Source: an optimization exercise on an open RTL-to-GDS flow (aim: small area). Production flows keep margins and buffers that such runs may drop.
In this exercise RTL edits were held to simulation tests only and were not proved equivalent to the original.
No activity file was given, so power comes from the tool's default toggle rates.

--- run.sh ---
#!/bin/bash
# synth_recipe.tcl (not shown) runs the flow's synth.tcl, then flattens the netlist and writes it again
# the make line also repeats each setting of config.mk as NAME=value (left out here)
make -C /OpenROAD-flow-scripts/flow DESIGN_CONFIG=/design/flow/config.mk WORK_HOME=/design/flow/orfs CLKGATE_MAP_FILE= SYNTH_SCRIPT=/design/flow/synth_recipe.tcl finish
--- config.mk ---
export PLATFORM = sky130hd
export DESIGN_NAME = tdc_readout_top
export DESIGN_NICKNAME = tdc_readout_top
export VERILOG_FILES = /design/flow/design.v
export SDC_FILE = /design/flow/constraint.sdc
export NUM_CORES = 4
export LEC_CHECK = 0
export CAP_MARGIN = 20
export CORE_MARGIN = 2
export CORE_UTILIZATION = 40
export SLEW_MARGIN = 20
--- constraint.sdc ---
create_clock -name core_clock -period 5.0 [get_ports {clkWizard}]
set_input_delay 1.0000 -clock core_clock [delete_from_list [all_inputs] [get_ports {clkWizard}]]
set_output_delay 1.0000 -clock core_clock [all_outputs]
set_load 0.01 [all_outputs]
--- design.v ---
`timescale 1ns/100ps
`default_nettype none
package tdc_readout_pkg;
    localparam int NB_BYTE        = 8;
    localparam int BYTES_PER_WORD = 4;
    localparam int NB_WORD        = NB_BYTE * BYTES_PER_WORD;
    localparam int NB_FINE   = 12;
    localparam int NB_COARSE = NB_WORD - NB_FINE;
    localparam int UART_DATA_BITS  = 8;
    localparam int UART_FRAME_BITS = UART_DATA_BITS + 2;
    typedef struct packed {
        logic [NB_COARSE-1:0] coarse_count;
        logic [NB_FINE-1:0]   fine_code;
    } tdc_meas_t;
    typedef union packed {
        tdc_meas_t                              meas;
        logic [BYTES_PER_WORD-1:0][NB_BYTE-1:0] bytes;
    } tdc_word_u;
endpackage
`default_nettype wire
`timescale 1ns/100ps
`default_nettype none
import tdc_readout_pkg::*;
module acq_control
(
    input  wire            clkWizard,
    input  wire            finish_mem_reset,
    input  wire            measure_done,
    input  tdc_readout_pkg::tdc_word_u measure_word,
    input  wire            start_writing,
    input  wire            start_reading,
    input  wire            stage_full,
    output logic           push,
    output tdc_readout_pkg::tdc_word_u      push_word,
    output logic           read_enable,
    output logic           led_write_err,
    output logic           led_write_stage,
    output logic           led_read_stage
);
    localparam logic [1:0] ST_WAITING = 2'd0;
    localparam logic [1:0] ST_WRITING = 2'd1;
    localparam logic [1:0] ST_READING = 2'd2;
    logic [1:0] state;
    logic       writing;
    assign writing = (state == ST_WRITING);
    always_ff @(posedge clkWizard) begin
        if (finish_mem_reset) begin
            state <= ST_WAITING;
        end else begin
            case (state)
                ST_WAITING: begin
                    if (start_writing) begin
                        state <= ST_WRITING;
                    end else if (start_reading) begin
                        state <= ST_READING;
                    end
                end
                ST_WRITING: begin
                    if (start_reading) begin
                        state <= ST_READING;
                    end
                end
                ST_READING: state <= ST_READING;
                default:    state <= ST_WAITING;
            endcase
        end
    end
    assign push = measure_done && writing && !stage_full;
    always_comb begin
        push_word.meas.coarse_count = measure_word.meas.coarse_count;
        push_word.meas.fine_code    = measure_word.meas.fine_code;
    end
    assign read_enable = (state == ST_READING);
    always_ff @(posedge clkWizard) begin
        if (finish_mem_reset) begin
            led_write_err   <= 1'b0;
            led_write_stage <= 1'b0;
            led_read_stage  <= 1'b0;
        end else begin
            led_write_err   <= measure_done && writing && stage_full;
            led_write_stage <= writing;
            led_read_stage  <= (state == ST_READING);
        end
    end
endmodule
`default_nettype wire
`timescale 1ns/100ps
`default_nettype none
import tdc_readout_pkg::*;
module fifo_stage
#(
    parameter int STAGE_DEPTH = 8
) (
    input  wire            clkWizard,
    input  wire            finish_mem_reset,
    input  wire            up_valid,
    input  tdc_readout_pkg::tdc_word_u up_word,
    output logic           up_take,
    output logic           head_valid,
    output tdc_readout_pkg::tdc_word_u      head_word,
    input  wire            take,
    output logic           full
);
    localparam int         AW        = $clog2(STAGE_DEPTH);
    localparam logic [AW:0] DEPTH_CNT = (AW + 1)'(STAGE_DEPTH);
    logic [NB_WORD-1:0] mem [0:STAGE_DEPTH-1];
    logic [AW-1:0] wr_ptr;
    logic [AW-1:0] rd_ptr;
    logic [AW:0]   count;
    assign full       = (count == DEPTH_CNT);
    assign head_valid = (count != '0);
    assign head_word  = mem[rd_ptr];
    assign up_take = up_valid && !full;
    always_ff @(posedge clkWizard) begin
        if (up_take) begin
            mem[wr_ptr] <= up_word;
        end
    end
    always_ff @(posedge clkWizard) begin
        if (finish_mem_reset) begin
            wr_ptr <= '0;
            rd_ptr <= '0;
            count  <= '0;
        end else begin
            if (up_take) begin
                wr_ptr <= wr_ptr + 1'b1;
            end
            if (take) begin
                rd_ptr <= rd_ptr + 1'b1;
            end
            case ({up_take, take})
                2'b10:   count <= count + 1'b1;
                2'b01:   count <= count - 1'b1;
                default: count <= count;
            endcase
        end
    end
endmodule
`default_nettype wire
`timescale 1ns/100ps
`default_nettype none
import tdc_readout_pkg::*;
module uart_tx
#(
    parameter int CLKS_PER_BIT = 64
) (
    input  wire     clkWizard,
    input  wire     finish_mem_reset,
    input  wire     send,
    input  byte     tx_byte,
    output logic    busy,
    output logic    tx
);
    localparam int TICK_W = $clog2(CLKS_PER_BIT);
    localparam int BIT_W  = $clog2(UART_FRAME_BITS);
    localparam logic [TICK_W-1:0] TICK_LAST = TICK_W'(CLKS_PER_BIT - 1);
    localparam logic [BIT_W-1:0]  BIT_LAST  = BIT_W'(UART_FRAME_BITS - 1);
    logic [TICK_W-1:0] tick_cnt;
    logic [BIT_W-1:0]  bit_idx;
    logic              bit_end;
    logic [UART_DATA_BITS:0] shreg;
    assign bit_end = (tick_cnt == TICK_LAST);
    always_ff @(posedge clkWizard) begin
        if (send && !busy) begin
            shreg <= {1'b1, tx_byte};
        end else if (busy && bit_end) begin
            shreg <= {1'b1, shreg[UART_DATA_BITS:1]};
        end
    end
    always_ff @(posedge clkWizard) begin
        if (finish_mem_reset) begin
            busy     <= 1'b0;
            tx       <= 1'b1;
            tick_cnt <= '0;
            bit_idx  <= '0;
        end else if (!busy) begin
            tick_cnt <= '0;
            bit_idx  <= '0;
            if (send) begin
                busy <= 1'b1;
                tx   <= 1'b0;
            end
        end else if (bit_end) begin
            tick_cnt <= '0;
            if (bit_idx == BIT_LAST) begin
                busy <= 1'b0;
                tx   <= 1'b1;
            end else begin
                bit_idx <= bit_idx + 1'b1;
                tx      <= shreg[0];
            end
        end else begin
            tick_cnt <= tick_cnt + 1'b1;
        end
    end
endmodule
`default_nettype wire
`timescale 1ns/100ps
`default_nettype none
import tdc_readout_pkg::*;
module uart_readout
#(
    parameter int CLKS_PER_BIT = 64,
    parameter int READ_LIMIT   = 1024
) (
    input  wire            clkWizard,
    input  wire            finish_mem_reset,
    input  wire            read_enable,
    input  wire            head_valid,
    input  tdc_readout_pkg::tdc_word_u head_word,
    output logic           take,
    output logic           tx
);
    localparam int CNT_W = $clog2(READ_LIMIT + 1);
    localparam int IDX_W = $clog2(BYTES_PER_WORD);
    localparam logic [CNT_W-1:0] LIMIT_CNT = CNT_W'(READ_LIMIT);
    localparam logic [IDX_W-1:0] IDX_LAST  = IDX_W'(BYTES_PER_WORD - 1);
    tdc_readout_pkg::tdc_word_u word_reg;
    logic              holding;
    logic [IDX_W-1:0]  byte_idx;
    logic [CNT_W-1:0]  words_sent;
    logic send;
    logic busy;
    byte  tx_byte;
    assign take = read_enable && head_valid && !holding && (words_sent < LIMIT_CNT);
    always_ff @(posedge clkWizard) begin
        if (take) begin
            word_reg <= head_word;
        end
    end
    assign tx_byte = word_reg.bytes[byte_idx];
    always_ff @(posedge clkWizard) begin
        if (finish_mem_reset) begin
            holding    <= 1'b0;
            byte_idx   <= '0;
            words_sent <= '0;
            send       <= 1'b0;
        end else begin
            send <= holding && !busy && !send;
            if (take) begin
                holding    <= 1'b1;
                byte_idx   <= '0;
                words_sent <= words_sent + 1'b1;
            end else if (send) begin
                if (byte_idx == IDX_LAST) begin
                    holding  <= 1'b0;
                    byte_idx <= '0;
                end else begin
                    byte_idx <= byte_idx + 1'b1;
                end
            end
        end
    end
    uart_tx #(
        .CLKS_PER_BIT (CLKS_PER_BIT)
    ) u_uart_tx (
        .clkWizard        (clkWizard),
        .finish_mem_reset (finish_mem_reset),
        .send             (send),
        .tx_byte          (tx_byte),
        .busy             (busy),
        .tx               (tx)
    );
endmodule
`default_nettype wire
`timescale 1ns/100ps
`default_nettype none
import tdc_readout_pkg::*;
module tdc_readout_top
#(
    parameter int FIFO_STAGES  = 4,
    parameter int STAGE_DEPTH  = 8,
    parameter int CLKS_PER_BIT = 64,
    parameter int READ_LIMIT   = 1024
) (
    input  wire            clkWizard,
    input  wire            finish_mem_reset,
    input  wire            measure_done,
    input  wire [31:0]     measure_word,
    input  wire            start_writing,
    input  wire            start_reading,
    output logic           led_write_err,
    output logic           led_write_stage,
    output logic           led_read_stage,
    output logic           tx
);
    wire            chain_valid [0:FIFO_STAGES];
    logic [FIFO_STAGES:0][NB_WORD-1:0] chain_word;
    wire            chain_take  [0:FIFO_STAGES];
    wire            full        [0:FIFO_STAGES-1];
    wire            read_enable;
    acq_control u_acq_control (
        .clkWizard        (clkWizard),
        .finish_mem_reset (finish_mem_reset),
        .measure_done     (measure_done),
        .measure_word     (measure_word),
        .start_writing    (start_writing),
        .start_reading    (start_reading),
        .stage_full       (full[0]),
        .push             (chain_valid[0]),
        .push_word        (chain_word[0]),
        .read_enable      (read_enable),
        .led_write_err    (led_write_err),
        .led_write_stage  (led_write_stage),
        .led_read_stage   (led_read_stage)
    );
    for (genvar k = 0; k < FIFO_STAGES; k++) begin : g_stage
        fifo_stage #(
            .STAGE_DEPTH (STAGE_DEPTH)
        ) u_fifo_stage (
            .clkWizard        (clkWizard),
            .finish_mem_reset (finish_mem_reset),
            .up_valid         (chain_valid[k]),
            .up_word          (chain_word[k]),
            .up_take          (chain_take[k]),
            .head_valid       (chain_valid[k+1]),
            .head_word        (chain_word[k+1]),
            .take             (chain_take[k+1]),
            .full             (full[k])
        );
    end
    uart_readout #(
        .CLKS_PER_BIT (CLKS_PER_BIT),
        .READ_LIMIT   (READ_LIMIT)
    ) u_uart_readout (
        .clkWizard        (clkWizard),
        .finish_mem_reset (finish_mem_reset),
        .read_enable      (read_enable),
        .head_valid       (chain_valid[FIFO_STAGES]),
        .head_word        (chain_word[FIFO_STAGES]),
        .take             (chain_take[FIFO_STAGES]),
        .tx               (tx)
    );
endmodule
`default_nettype wire
==> results.toml <==
[clocking]
postCtsSetupRepairBufs = 0
clkTransAtPathRegs_ns = 0.06
cts_tree = "yes"
clk_latency_ns = 0.68
cts_buffers = 111
ctsResizeCount = 0
clock_tree.buffer_depth = 3
htree_levels = 3
root_buffer = "clkbuf_16"
cts_sinks = 1145
hold_buffers = 0

[yosys]
syn_avg_cell_area_um2 = 22.0
synth_xor_area_share_pct = 0.763
yosysMostFrequentCell = "edfxtp_1"
syn_nets = 2052
synth_compound_area_share_pct = 0.585
synth-seq-area-share_pct = 77.0
synth_top_cells_by_area = "edfxtp_1 (73%), mux4_2 (14%), dfxtp_1 (3.7%)"
synthFlopType = "edfxtp_1"
async_flop_share_pct = 0
synth_cell_types = 54
yosys.area.top_type = "edfxtp_1"
synth-edff-count = 1064
netlist_area_um2 = 43600
synth.mux.area_fraction_pct = 17.1
yosys_warnings = 5
synth_top_area_share_pct = 73.2
synth_commonest_cells = "edfxtp_1 (1064), mux4_2 (264), mux2_2 (130)"
synth_seq_cells = 1145
yosys.area_share.simple_pct = 2.70
synth_top_family_by_area = "multiplexers"
yosys.area_share.adder_pct = 0.855
postSynthCellCount = 1987

[grt]
top_usage_layer = "met2"
grtUsageMet2_pct = 25.7
met1_usage_pct = 19.0
grt_util_all_layers_pct = 14.7
antenna_found_initial = 2
grt_pass1_vias = 20400
grt_use_met3_pct = 2.67
overflow = 0
grt_max_degree = 52
grt_pass1_wl_um = 124000

[worst_hold_path]
holdPathStages = 1
hold_path_end = "u_uart_readout.u_uart_tx.tick_cnt[0]$_SDFF_PP0_"
hp-class = "flop to flop"
min_from = "u_uart_readout.u_uart_tx.tick_cnt[0]$_SDFF_PP0_"

[status]
outcome = "complete, no violations"

[setup_path]
crit_path_start_kind = "flop"
path_max_fanout = 8
r2r-start = "g_stage[0].u_fifo_stage.count[0]$_SDFFE_PP0P_"
r2r-end = "g_stage[0].u_fifo_stage.count[3]$_SDFFE_PP0P_"
crit_arrival_ns = 4.11
endpoint_kind = "flop"
r2r_cells = 9
rrSetupSlack_ns = 1.50
crit_type = "flop to flop"
crit_required_ns = 5.61

[timing]
rsz0062_at_grt = "no"
slew_headroom_pct = 23.9
final.setup.worst_slack_ns = 1.50
tns_ns = 0
worst_pin_slew_ns = 1.12
min_period_over_period_pct = 70.1
fin_crit_ns = 3.50
max_freq_mhz = 285
finalSetupViolCount = 0
hold_violations = 0
final_max_slew_viol_count = 0
clock-skew-final_ns = 0.0277

[drt]
wl_per_cell_um = 22.5
first_iter_violations = 1109
postRouteAntennaNets = 0
vias = 19000
route.detailed.drc = 0
drt_wl_total_um = 81100
dr.pass1.iters = 5
via_per_inst = 5.26

[die]
die_w_um = 334
core_um2 = 109000
io_pins = 41
num_rows = 121
dieArea_um2 = 112000
fp.dieH_um = 334
start_util_pct = 40.2

[finish]
area_growth_pct = 13.8
drive_above_1_share_pct = 30.6
final_nets = 2163
n_fill_cell = 8878
largest_register_ffs = 1024

[placement]
place.gp.congestion = 0.687
pre_cts_slack_ns = 1.36
dpl.hpwl_um = 45000
port_buffers = 40

[power_and_ir_drop]
cellLeakagePower_nw = 15.3
power.density_nw_per_um2 = 569
peakVddDrop_mv = 0.331

[job]
maxCapViolCount = 0
-- cell type report --
type / count / area, um2 / share of cell area, %
Clock inverter: 62 / 573 / 1.15
Antenna cell: 1 / 2.50 / 0.00504
Timing Repair Buffer: 90 / 791 / 1.59
Tap cell: 1414 / 1770 / 3.57
Inverter: 17 / 63.8 / 0.129
Multi-Input combinational cell: 733 / 9780 / 19.7
Clock buffer: 146 / 3040 / 6.13
Sequential cell: 1145 / 33600 / 67.7
-- stage by stage --
| step | util [%] | area (um2) | hold WS [ns] | cells | power, mW |
|---|---|---|---|---|---|
| floorplan | - | 43600 | 0.418 | 1987 | 18.3 |
| global placement | 42.4 | 46000 | 0.429 | 3398 | 20.0 |
| detailed placement | 42.4 | 46000 | 0.441 | 3398 | 20.3 |
| CTS | 45.7 | 49600 | 0.449 | 3606 | 28.6 |
| global route | 45.7 | 49600 | 0.470 | 3607 | 29.5 |
| finish | 45.7 | 49600 | 0.450 | 3608 | 28.2 |
-- logic make-up (layout without fill, tap and decap cells) --
| family | after synthesis | in the layout |
|---|---|---|
| buf+inv | 109 | 315 |
| mux | 398 | 398 |
| flops | 1145 | 1145 |
| fa+ha+maj | 28 | 28 |
| simple gates | 224 | 224 |
| compound gates | 45 | 45 |
| other cells | 0 | 1 |
| xor+xnor | 38 | 38 |
-- worst max-delay path, stage by stage, from the launching register on --
cell and delay (ns):
dfxtp_1 0.36, nor4b_1 0.98, and4bb_2 0.41, inv_2 0.18
ha_1 0.23, ha_1 0.28, a21oi_1 0.22, a21oi_1 0.13
or4_1 0.48, a21oi_1 0.14
-- routing by layer --
layer | routed length [um] | share of wire (%) | vias up
met1 | 34800 | 43 | 10100
met4 | 1660 | 2.0 | 2
met5 | 13 | 0.016 | -
li1 | - | - | 8441
met3 | 2860 | 3.5 | 128
met2 | 41700 | 51 | 282
-- layout by cell type, fill, tap and decap left out, types with 4 or more instances in the layout --
cell type           n
a21oi_1            30
and3_1              7
buf_4              49
bufinv_16          10
clkbuf_1           25
clkbuf_16         114
clkbuf_8            7
clkdlybuf4s50_1    39
clkinv_1           19
clkinv_2           23
clkinvlp_4          4
dfxtp_1            72
dfxtp_4             6
edfxtp_1         1064
ha_1               25
inv_1              13
inv_2               4
mux2_2            130
mux2i_1             4
mux4_2            264
nand2_1            51
nand2b_1            9
nand3_1            16
nor2_1             65
nor2_4              7
nor3_1              4
nor3_2             12
nor3b_2             8
nor4_2              5
nor4b_2             5
o21ai_0             5
or4_1               6
xnor2_1            19
xor2_1             19
-- worst max path at each step --
stage / slack (ns) / endpoint / start / cells past startpoint
3_5_place_dp: 1.36 / g_stage[0].u_fifo_stage.count[3]$_SDFFE_PP0P_ / measure_done / 9
3_3_place_gp: 1.37 / g_stage[0].u_fifo_stage.count[3]$_SDFFE_PP0P_ / measure_done / 9
2_1_floorplan: 0.08 / g_stage[0].u_fifo_stage.mem[0][0]$_DFFE_PP_ / measure_done / 3
5_1_grt: 1.48 / g_stage[0].u_fifo_stage.count[3]$_SDFFE_PP0P_ / g_stage[0].u_fifo_stage.count[0]$_SDFFE_PP0P_ / 9
6_report: 1.50 / g_stage[0].u_fifo_stage.count[3]$_SDFFE_PP0P_ / g_stage[0].u_fifo_stage.count[0]$_SDFFE_PP0P_ / 9
4_1_cts: 1.74 / g_stage[0].u_fifo_stage.count[3]$_SDFFE_PP0P_ / g_stage[0].u_fifo_stage.count[0]$_SDFFE_PP0P_ / 9
-- power breakdown --
part / internal (mW) / total [mW] / switching [mW]
Combinational: 2.59 / 6.08 / 3.48
Clock: 4.79 / 8.21 / 3.42
Sequential: 13.2 / 13.9 / 0.694
Total: 20.6 / 28.2 / 7.60

-- static timing again, ports no longer ideal --
How much do the figures lean on ideal ports? The routed layout below was timed once more, with nothing changed but the port constraints.
Step 1 sets driving cells, clkbuf_16 on the clock port and buf_2 on the other inputs (assumed; they add their load-dependent delay and slew).
Step 2, shift: input delay + t, output delay - t, t = (earliest + latest rising clock arrival at the registers) / 2. This alone moves slack from input paths to output paths.
Three values: ideal, step 1, step 2; two values: the first two.
t (ns): 0.730
slack for setup (ns): 1.497 / 1.497 / 1.332
hold slack, ns: 0.450 / 0.450 / 0.450
worst data-port slew with drivers (ns): 0.07
After both steps this run still meets setup and hold. For this run, drivers alone change the setup slack by 0.000 ns; drivers and shift together by -0.165 ns.
